This design comes from an exercise in tuning for small area, a short achievable clock period and few clock cycles per item on the open sky130 flow, not from production work.
Where RTL was checked, it was by simulation tests only, not by an equivalence proof against the original.
Power figures rest on the tool's default switching activity, not on a simulated workload.

==> try-lagoon <==
## int8_vector_l2_norm
module int8_vector_l2_norm
(
  input  logic        clk_i,
  input  logic        rst_ni,
  input  logic        in_valid,
  output logic        in_ready,
  input  logic [7:0]  in_sample_0,
  input  logic [7:0]  in_sample_1,
  input  logic [7:0]  in_sample_2,
  input  logic [7:0]  in_sample_3,
  input  logic [7:0]  in_sample_4,
  input  logic [7:0]  in_sample_5,
  input  logic [7:0]  in_sample_6,
  input  logic [7:0]  in_sample_7,
  input  logic [3:0]  in_lane_count,
  input  logic        in_last,
  output logic        out_valid,
  input  logic        out_ready,
  output logic [38:0] out_sum_of_squares,
  output logic [27:0] out_norm_fixed,
  output logic        out_overflow
);
Settings: LEC_CHECK=0, CAP_MARGIN=20, CORE_MARGIN=2, CORE_UTILIZATION=60, SETUP_SLACK_MARGIN=3.5, SLEW_MARGIN=20; clock period 6.5 ns.
standard.sh (not shown) runs the stock make flow with config.mk's settings and CLKGATE_MAP_FILE= SYNTH_SCRIPT=/design/flow/synth_recipe.tcl, a recipe that flattens the netlist after the stock synthesis.
==> flow/flow/run.sh <==
#!/bin/bash
# The standard layout (the standard.sh, unchanged synthesis and steps), with the port
# buffers that global placement inserts made from the plain buffer family (sky130_fd_sc_hd__buf_1,
# which repair may upsize) instead of the tool's default pick, a delay buffer.
set -euo pipefail
export BUFFER_PORTS_ARGS="-buffer_cell sky130_fd_sc_hd__buf_1"
bash standard.sh > standard.log 2>&1
==> inputs of try-cedar, as changes to try-lagoon <==
--- a/flow/design.v
+++ b/flow/design.v
@@ -4,17 +4,16 @@
   localparam int LANE_CNT_W        = 4;
   localparam int SSQ_W             = 18;    
   localparam int MAX_ELEMENTS_LOG2 = 24;
   localparam int CNT_W             = MAX_ELEMENTS_LOG2 + 1;
   localparam int SUM_W             = 39;
   localparam int NORM_W            = 28;
   localparam int REM_W             = NORM_W;   
   localparam int STEP_W            = 5;
-  localparam int WIN               = 3;      
   localparam logic [CNT_W-1:0] MAX_ELEMENTS = {1'b1, {MAX_ELEMENTS_LOG2{1'b0}}};
   localparam logic [SUM_W-1:0] SUM_BOUND    = {1'b1, {(SUM_W-1){1'b0}}};
 endpackage
 import ivl2n_pkg::*;
 module ivl2n_lane
 (
   input  logic                           clk_i,
   input  logic                           valid_i,   
@@ -1085,163 +1084,147 @@
     ssq_o <= valid_i ? row_a + row_b : '0;
   end
 endmodule
 import ivl2n_pkg::*;
 module ivl2n_merge
 (
   input  logic                  clk_i,
   input  logic                  rst_ni,
-  input  logic                  valid_i,     
+  input  logic                  valid_i,    
   input  logic                  valid_nx_i,  
   input  logic                  last_i,
   input  logic [LANE_CNT_W-1:0] lanes_i,
-  input  logic [SSQ_W-1:0]      ssq_i,       
-  input  logic                  free_i,      
-  output logic                  avail_o,     
+  input  logic [SSQ_W-1:0]      ssq_i,      
+  input  logic                  free_i,     
+  output logic                  avail_o,    
   output logic [SUM_W-1:0]      sum_o,
   output logic                  ovf_o,
-  output logic [WIN-1:0]        root_o,      
-  output logic [WIN:0]          rem_o,       
-  output logic [STEP_W-1:0]     step_o,      
-  output logic [1:0]            pair_o,
-  output logic                  fin_d_o,     
+  output logic                  fin_d_o,    
   output logic                  hold_d_o
 );
-  localparam int PADW = 40 + 2 * WIN;
-  logic [SUM_W-1:0]  acc_q, sum_d, fin_sum;
-  logic [CNT_W-1:0]  cnt_q, cnt_sum, cnt_d;
-  logic              ovf_q, ovf_d;
-  logic              first_q, first_d, clr_q, clr_d, fin_q, fin_d;
-  logic [18:0]       lo_sum;
-  logic [20:0]       hi_inc;
-  logic              hold_q, hold_d, load, hold_load;
-  logic [SUM_W-1:0]  hold_sum_q;
-  logic              hold_ovf_q;
-  logic [WIN-1:0]    win_root;
-  logic [WIN:0]      win_rem;
-  logic [STEP_W-1:0] step_init;
-  logic [1:0]        pair_init;
-  logic [PADW-1:0]   pad;
-  logic [39:0]       fin_ext;
-  logic [19:0]       nz, top, hold_top_q;
-  logic [2*WIN-1:0]  win;
+  logic [SUM_W-1:0] acc_q, sum_d, fin_sum;
+  logic [CNT_W-1:0] cnt_q, cnt_sum, cnt_d;
+  logic             ovf_q, ovf_d;
+  logic             first_q, first_d, clr_q, clr_d, fin_q, fin_d;
+  logic [18:0]      lo_sum;
+  logic [20:0]      hi_inc;
+  logic [SUM_W-1:0] hold_sum_q;
+  logic             hold_ovf_q, hold_q, hold_d;
+  logic             load, hold_load;
   assign first_d  = valid_i ? last_i : first_q;
   assign clr_d    = valid_nx_i && first_d;
   assign lo_sum   = {1'b0, acc_q[17:0]} + {1'b0, ssq_i};
   assign hi_inc   = acc_q[38:18] + 21'd1;
   assign sum_d    = clr_q ? SUM_W'(ssq_i)
                   : {lo_sum[18] ? hi_inc : acc_q[38:18], lo_sum[17:0]};
   assign cnt_sum  = cnt_q + CNT_W'(lanes_i);
   assign cnt_d    = clr_q ? CNT_W'(lanes_i) : cnt_sum;
   assign ovf_d    = !clr_q && (ovf_q || (cnt_sum[CNT_W-1] && cnt_sum[CNT_W-2:0] != '0));
   assign fin_sum  = ovf_q ? SUM_BOUND : acc_q;
-  assign fin_ext = {1'b0, fin_sum};
-  always_comb begin
-    for (int j = 0; j < 20; j++) nz[j] = fin_ext[2*j+1 -: 2] != 2'b00;
-    for (int j = 0; j < 20; j++) begin
-      top[j] = nz[j];
-      for (int i = j + 1; i < 20; i++) top[j] = top[j] && !nz[i];
-    end
-  end
-  assign pad = {1'b0, hold_sum_q, {(2*WIN){1'b0}}};
-  always_comb begin
-    step_init = (hold_top_q == '0) ? STEP_W'(8 - WIN) : '0;
-    win       = '0;
-    pair_init = '0;
-    for (int j = 0; j < 20; j++) begin
-      if (hold_top_q[j]) step_init = step_init | STEP_W'(j + 8 - WIN);
-      win       = win | (hold_top_q[j] ? pad[2*j+1+2*WIN -: 2*WIN] : '0);
-      pair_init = pair_init | (hold_top_q[j] ? pad[2*j+1 -: 2] : 2'b00);
-    end
-    win_root = '0;
-    for (int r = 1; r < (1 << WIN); r++) begin
-      if ((r * r) <= int'(win)) win_root = WIN'(r);
-    end
-    win_rem = (WIN+1)'(int'(win) - int'(win_root) * int'(win_root));
-  end
-  assign avail_o   = hold_q;
-  assign sum_o     = hold_sum_q;
-  assign ovf_o     = hold_ovf_q;
-  assign root_o    = win_root;
-  assign rem_o     = win_rem;
-  assign step_o    = step_init;
-  assign pair_o    = pair_init;
-  assign load      = free_i && hold_q;
-  assign hold_load = fin_q && (!hold_q || load);
-  assign hold_d    = hold_load || (hold_q && !load);
-  assign fin_d     = (valid_i && last_i) || (fin_q && !hold_load);
-  assign fin_d_o   = fin_d;
-  assign hold_d_o  = hold_d;
+  assign avail_o  = hold_q || fin_q;
+  assign sum_o    = hold_q ? hold_sum_q : fin_sum;
+  assign ovf_o    = hold_q ? hold_ovf_q : ovf_q;
+  assign load     = free_i && avail_o;
+  assign hold_load = fin_q && (hold_q ? load : !free_i);
+  assign hold_d   = hold_q ? (!load || fin_q) : (fin_q && !free_i);
+  assign fin_d    = (valid_i && last_i) || (fin_q && hold_q && !load);
+  assign fin_d_o  = fin_d;
+  assign hold_d_o = hold_d;
   always_ff @(posedge clk_i or negedge rst_ni) begin
     if (!rst_ni) begin
       first_q <= 1'b1;
       clr_q   <= 1'b0;
       fin_q   <= 1'b0;
       hold_q  <= 1'b0;
     end else begin
       first_q <= first_d;
       clr_q   <= clr_d;
-      fin_q   <= fin_d;
-      hold_q  <= hold_d;
+      fin_q  <= fin_d;
+      hold_q <= hold_d;
     end
   end
   always_ff @(posedge clk_i) begin
     acc_q <= sum_d;
     cnt_q <= cnt_d;
     ovf_q <= ovf_d;
     if (hold_load) begin
-      hold_sum_q  <= fin_sum;
-      hold_ovf_q  <= ovf_q;
-      hold_top_q  <= top;
+      hold_sum_q <= fin_sum;
+      hold_ovf_q <= ovf_q;
     end
   end
 endmodule
 import ivl2n_pkg::*;
 module ivl2n_sqrt
 (
   input  logic              clk_i,
   input  logic              rst_ni,
   input  logic              avail_i,     
   input  logic [SUM_W-1:0]  sum_i,
   input  logic              ovf_i,
-  input  logic [WIN-1:0]    root_i,      
-  input  logic [WIN:0]      rem_i,       
-  input  logic [STEP_W-1:0] step_i,      
-  input  logic [1:0]        pair_i,
   input  logic              out_ready_i,
   output logic              free_o,      
   output logic              out_valid_o,
   output logic [SUM_W-1:0]  sum_o,
   output logic [NORM_W-1:0] norm_o,
   output logic              ovf_o
 );
+  localparam int WIN = 3;               
+  localparam int PADW = 40 + 2 * WIN;
   logic              run_q, done_q, load, last_step;
   logic [SUM_W-1:0]  sum_q;
   logic              ovf_q;
-  logic [28:0]       rem_q;          
+  logic [REM_W-1:0]  rem_q, rem_init;
   logic [NORM_W-1:0] root_q;
-  logic [STEP_W-1:0] step_q, step_dec;
-  logic [1:0]        pair_q, pair_dec;
+  logic [STEP_W-1:0] step_q, step_init, step_dec;
+  logic [1:0]        pair_q, pair_init, pair_dec;
+  logic [PADW-1:0]   in_pad;
   logic [39:0]       sum_ext;
-  logic [31:0]       rem_sh, addend, rem_nx;
-  logic              neg, ge;
+  logic [19:0]       nz, top;
+  logic              none;
+  logic [2*WIN-1:0]  win;
+  logic [WIN-1:0]    win_root;
+  logic [WIN:0]      win_rem;
+  logic [29:0]       rem_sh, diff;
+  logic              ge;
+  assign in_pad  = {1'b0, sum_i, {(2*WIN){1'b0}}};
   assign sum_ext = {1'b0, sum_q};
+  always_comb begin
+    for (int j = 0; j < 20; j++) nz[j] = in_pad[2*j+1+2*WIN -: 2] != 2'b00;
+    for (int j = 0; j < 20; j++) begin
+      top[j] = nz[j];
+      for (int i = j + 1; i < 20; i++) top[j] = top[j] && !nz[i];
+    end
+    none      = (nz == '0);
+    step_init = none ? STEP_W'(8 - WIN) : '0;
+    win       = '0;
+    pair_init = '0;
+    for (int j = 0; j < 20; j++) begin
+      if (top[j]) step_init = step_init | STEP_W'(j + 8 - WIN);
+      win       = win | (top[j] ? in_pad[2*j+1+2*WIN -: 2*WIN] : '0);
+      pair_init = pair_init | (top[j] ? in_pad[2*j+1 -: 2] : 2'b00);
+    end
+  end
+  always_comb begin
+    win_root = '0;
+    for (int r = 1; r < (1 << WIN); r++) begin
+      if ((r * r) <= int'(win)) win_root = WIN'(r);
+    end
+    win_rem = (WIN+1)'(int'(win) - int'(win_root) * int'(win_root));
+  end
   assign step_dec = step_q - STEP_W'(1);
   always_comb begin
     pair_dec = 2'b00;
     for (int j = 8; j < 28; j++) begin
       if (step_dec == STEP_W'(j)) pair_dec = sum_ext[2*j-15 -: 2];
     end
   end
-  assign neg    = rem_q[28];
-  assign rem_sh = {{1{neg}}, rem_q, pair_q};
-  assign addend = {{2{!neg}}, root_q ^ {NORM_W{!neg}}, 2'b11};
-  assign rem_nx = rem_sh + addend;
-  assign ge     = !rem_nx[31];
+  assign rem_sh = {rem_q, pair_q};
+  assign diff   = rem_sh - {1'b0, root_q[26:0], 2'b01};
+  assign ge     = !diff[29];
   assign last_step = (step_q == '0);
   assign free_o    = !run_q && (!done_q || out_ready_i);
   assign load      = avail_i && free_o;
   always_ff @(posedge clk_i or negedge rst_ni) begin
     if (!rst_ni) begin
       run_q  <= 1'b0;
       done_q <= 1'b0;
     end else begin
@@ -1259,23 +1242,23 @@
     end
   end
   always_ff @(posedge clk_i) begin
     if (load) begin
       sum_q <= sum_i;
       ovf_q <= ovf_i;
     end
     if (load) begin
-      root_q <= NORM_W'(root_i);
+      root_q <= NORM_W'(win_root);
     end else if (run_q) begin
       root_q <= {root_q[NORM_W-2:0], ge};
     end
-    rem_q  <= load ? 29'(rem_i) : rem_nx[28:0];
-    step_q <= load ? step_i : step_dec;
-    pair_q <= load ? pair_i : pair_dec;
+    rem_q  <= load ? REM_W'(win_rem) : (ge ? diff[REM_W-1:0] : rem_sh[REM_W-1:0]);
+    step_q <= load ? step_init : step_dec;
+    pair_q <= load ? pair_init : pair_dec;
   end
   assign out_valid_o = done_q;
   assign sum_o       = sum_q;
   assign norm_o      = root_q;
   assign ovf_o       = ovf_q;
 endmodule
 import ivl2n_pkg::*;
 module int8_vector_l2_norm
@@ -1307,20 +1290,16 @@
   logic [LANE_CNT_W-1:0]          a_lanes_q, b1_lanes_q, b2_lanes_q, b3_lanes_q;
   logic                           a_valid_q, b1_valid_q, b2_valid_q, b3_valid_q;
   logic                           a_last_q, b1_last_q, b2_last_q, b3_last_q;
   logic                           a_lastv_d;
   logic [SSQ_W-1:0]               ssq;
   logic                           avail, free, fin_d, hold_d, idle_d;
   logic [SUM_W-1:0]               fin_sum;
   logic                           fin_ovf;
-  logic [WIN-1:0]                 fin_root;
-  logic [WIN:0]                   fin_rem;
-  logic [STEP_W-1:0]              fin_step;
-  logic [1:0]                     fin_pair;
   logic [5:0]                     owe;
   logic                           owe_le1, owe_eq2;
   assign samples = {in_sample_7, in_sample_6, in_sample_5, in_sample_4,
                     in_sample_3, in_sample_2, in_sample_1, in_sample_0};
   assign accept        = in_valid && in_ready_q;
   assign lanes_clamped = (in_lane_count > 4'd8) ? 4'd8 : in_lane_count;
   for (genvar k = 0; k < LANES; k++) begin : g_mag
     assign mag[k] = (in_lane_count <= 4'(k)) ? 8'd0 :
@@ -1342,17 +1321,17 @@
         if (owe[i] && owe[j] && (owe & ~((6'd1 << i) | (6'd1 << j))) == '0) owe_eq2 = 1'b1;
       end
     end
   end
   assign in_ready_d = owe_le1 || (owe_eq2 && idle_d);
   assign idle_d    = free && !avail;
   always_ff @(posedge clk_i or negedge rst_ni) begin
     if (!rst_ni) begin
-      in_ready_q <= 1'b0;
+      in_ready_q <= 1'b1;
       a_valid_q  <= 1'b0;
       b1_valid_q <= 1'b0;
       b2_valid_q <= 1'b0;
       b3_valid_q <= 1'b0;
     end else begin
       in_ready_q <= in_ready_d;
       a_valid_q  <= accept;
       b1_valid_q <= a_valid_q;
@@ -1385,33 +1364,25 @@
     .valid_nx_i (b2_valid_q),
     .last_i   (b3_last_q),
     .lanes_i  (b3_lanes_q),
     .ssq_i    (ssq),
     .free_i   (free),
     .avail_o  (avail),
     .sum_o    (fin_sum),
     .ovf_o    (fin_ovf),
-    .root_o   (fin_root),
-    .rem_o    (fin_rem),
-    .step_o   (fin_step),
-    .pair_o   (fin_pair),
     .fin_d_o  (fin_d),
     .hold_d_o (hold_d)
   );
   ivl2n_sqrt u_sqrt (
     .clk_i       (clk_i),
     .rst_ni      (rst_ni),
     .avail_i     (avail),
     .sum_i       (fin_sum),
     .ovf_i       (fin_ovf),
-    .root_i      (fin_root),
-    .rem_i       (fin_rem),
-    .step_i      (fin_step),
-    .pair_i      (fin_pair),
     .out_ready_i (out_ready),
     .free_o      (free),
     .out_valid_o (out_valid),
     .sum_o       (out_sum_of_squares),
     .norm_o      (out_norm_fixed),
     .ovf_o       (out_overflow)
   );
 endmodule
==> flow/run.sh (new file) <==
#!/bin/bash
# synth_recipe.tcl (not shown) runs the flow's synth.tcl, then flattens the netlist and writes it again
# the make line also repeats each setting of config.mk as NAME=value (left out here)
make -C /OpenROAD-flow-scripts/flow DESIGN_CONFIG=/design/flow/config.mk WORK_HOME=/design/flow/orfs CLKGATE_MAP_FILE= SYNTH_SCRIPT=/design/flow/synth_recipe.tcl finish
==> flow/config.mk (replaced) <==
export PLATFORM = sky130hd
export DESIGN_NAME = int8_vector_l2_norm
export DESIGN_NICKNAME = int8_vector_l2_norm
export VERILOG_FILES = /design/flow/design.v
export SDC_FILE = /design/flow/constraint.sdc
export NUM_CORES = 4
export LEC_CHECK = 0
export ABC_CLOCK_PERIOD_IN_PS = 2700
export CAP_MARGIN = 20
export CORE_MARGIN = 2
export CORE_UTILIZATION = 60
export SETUP_SLACK_MARGIN = 3.8
export SLEW_MARGIN = 20
removed: flow/flow/run.sh
removed: flow/standard.sh
==> summary of the runs <==
- Between try-cedar and try-lagoon, the lower cell count is in try-lagoon (gap about 9%, measured against try-lagoon).
- Of try-lagoon and try-cedar, try-cedar has the higher wire length (gap about 13%, measured against try-cedar).
- Against try-cedar, the area after synthesis of try-lagoon is lower by about 0.7%.
- Between try-lagoon and try-cedar, the lower register-to-register slack is in try-cedar (gap 1.2 ns).
- First-iteration DRC count: try-cedar is higher than try-lagoon (33%).
- Sequential power: try-cedar is smaller than try-lagoon (about 4%).
- Of try-cedar and try-lagoon, try-cedar has the higher clock skew (gap 0.015 ns).
- In try-cedar the hold slack is worse than in try-lagoon, by 0.0029 ns.
- Synthesized cell count: try-lagoon is lower than try-cedar (4.9%).
- try-lagoon completed without violations. try-cedar finished with timing, DRC and antenna clean.
Testbench counts of try-lagoon, summed over its fixed seeds: cycles 29,676, vectors 1,600.
No functional check of the RTL was part of try-cedar.

-- separate check: timing with driven ports --
The results above use ideal ports. As a check the final layouts listed here were re-extracted and re-timed, cells and wires unchanged. Step 1: set_driving_cell puts a clkbuf_16 on clk_i and a buf_2 on each other input, an assumption about the parent block. Step 2 adds t to the input delays and takes it off the output delays; t is the mean of the earliest and latest rising clock arrival at the registers after step 1. Input paths then give back, and output paths get back, about the clock's delay inside the block. Slacks: ideal ports / drivers / drivers and shift; pairs: ideal ports / drivers.
run | shift t [ns] | slack for setup (ns) | worst hold slack (ns) | worst setup path after step 2 | worst slew at a driven data input, ns
try-lagoon | 0.638 | 3.462 / 3.462 / 3.194 | 0.325 / 0.325 / 0.325 | input to register | 0.05
try-cedar | 0.649 | 2.268 / 2.268 / 2.268 | 0.322 / 0.322 / 0.322 | register to register | 0.05
After both steps every run listed still meets setup and hold. For try-lagoon, which loses most, drivers alone change the setup slack by 0.000 ns; drivers and shift together by -0.268 ns.
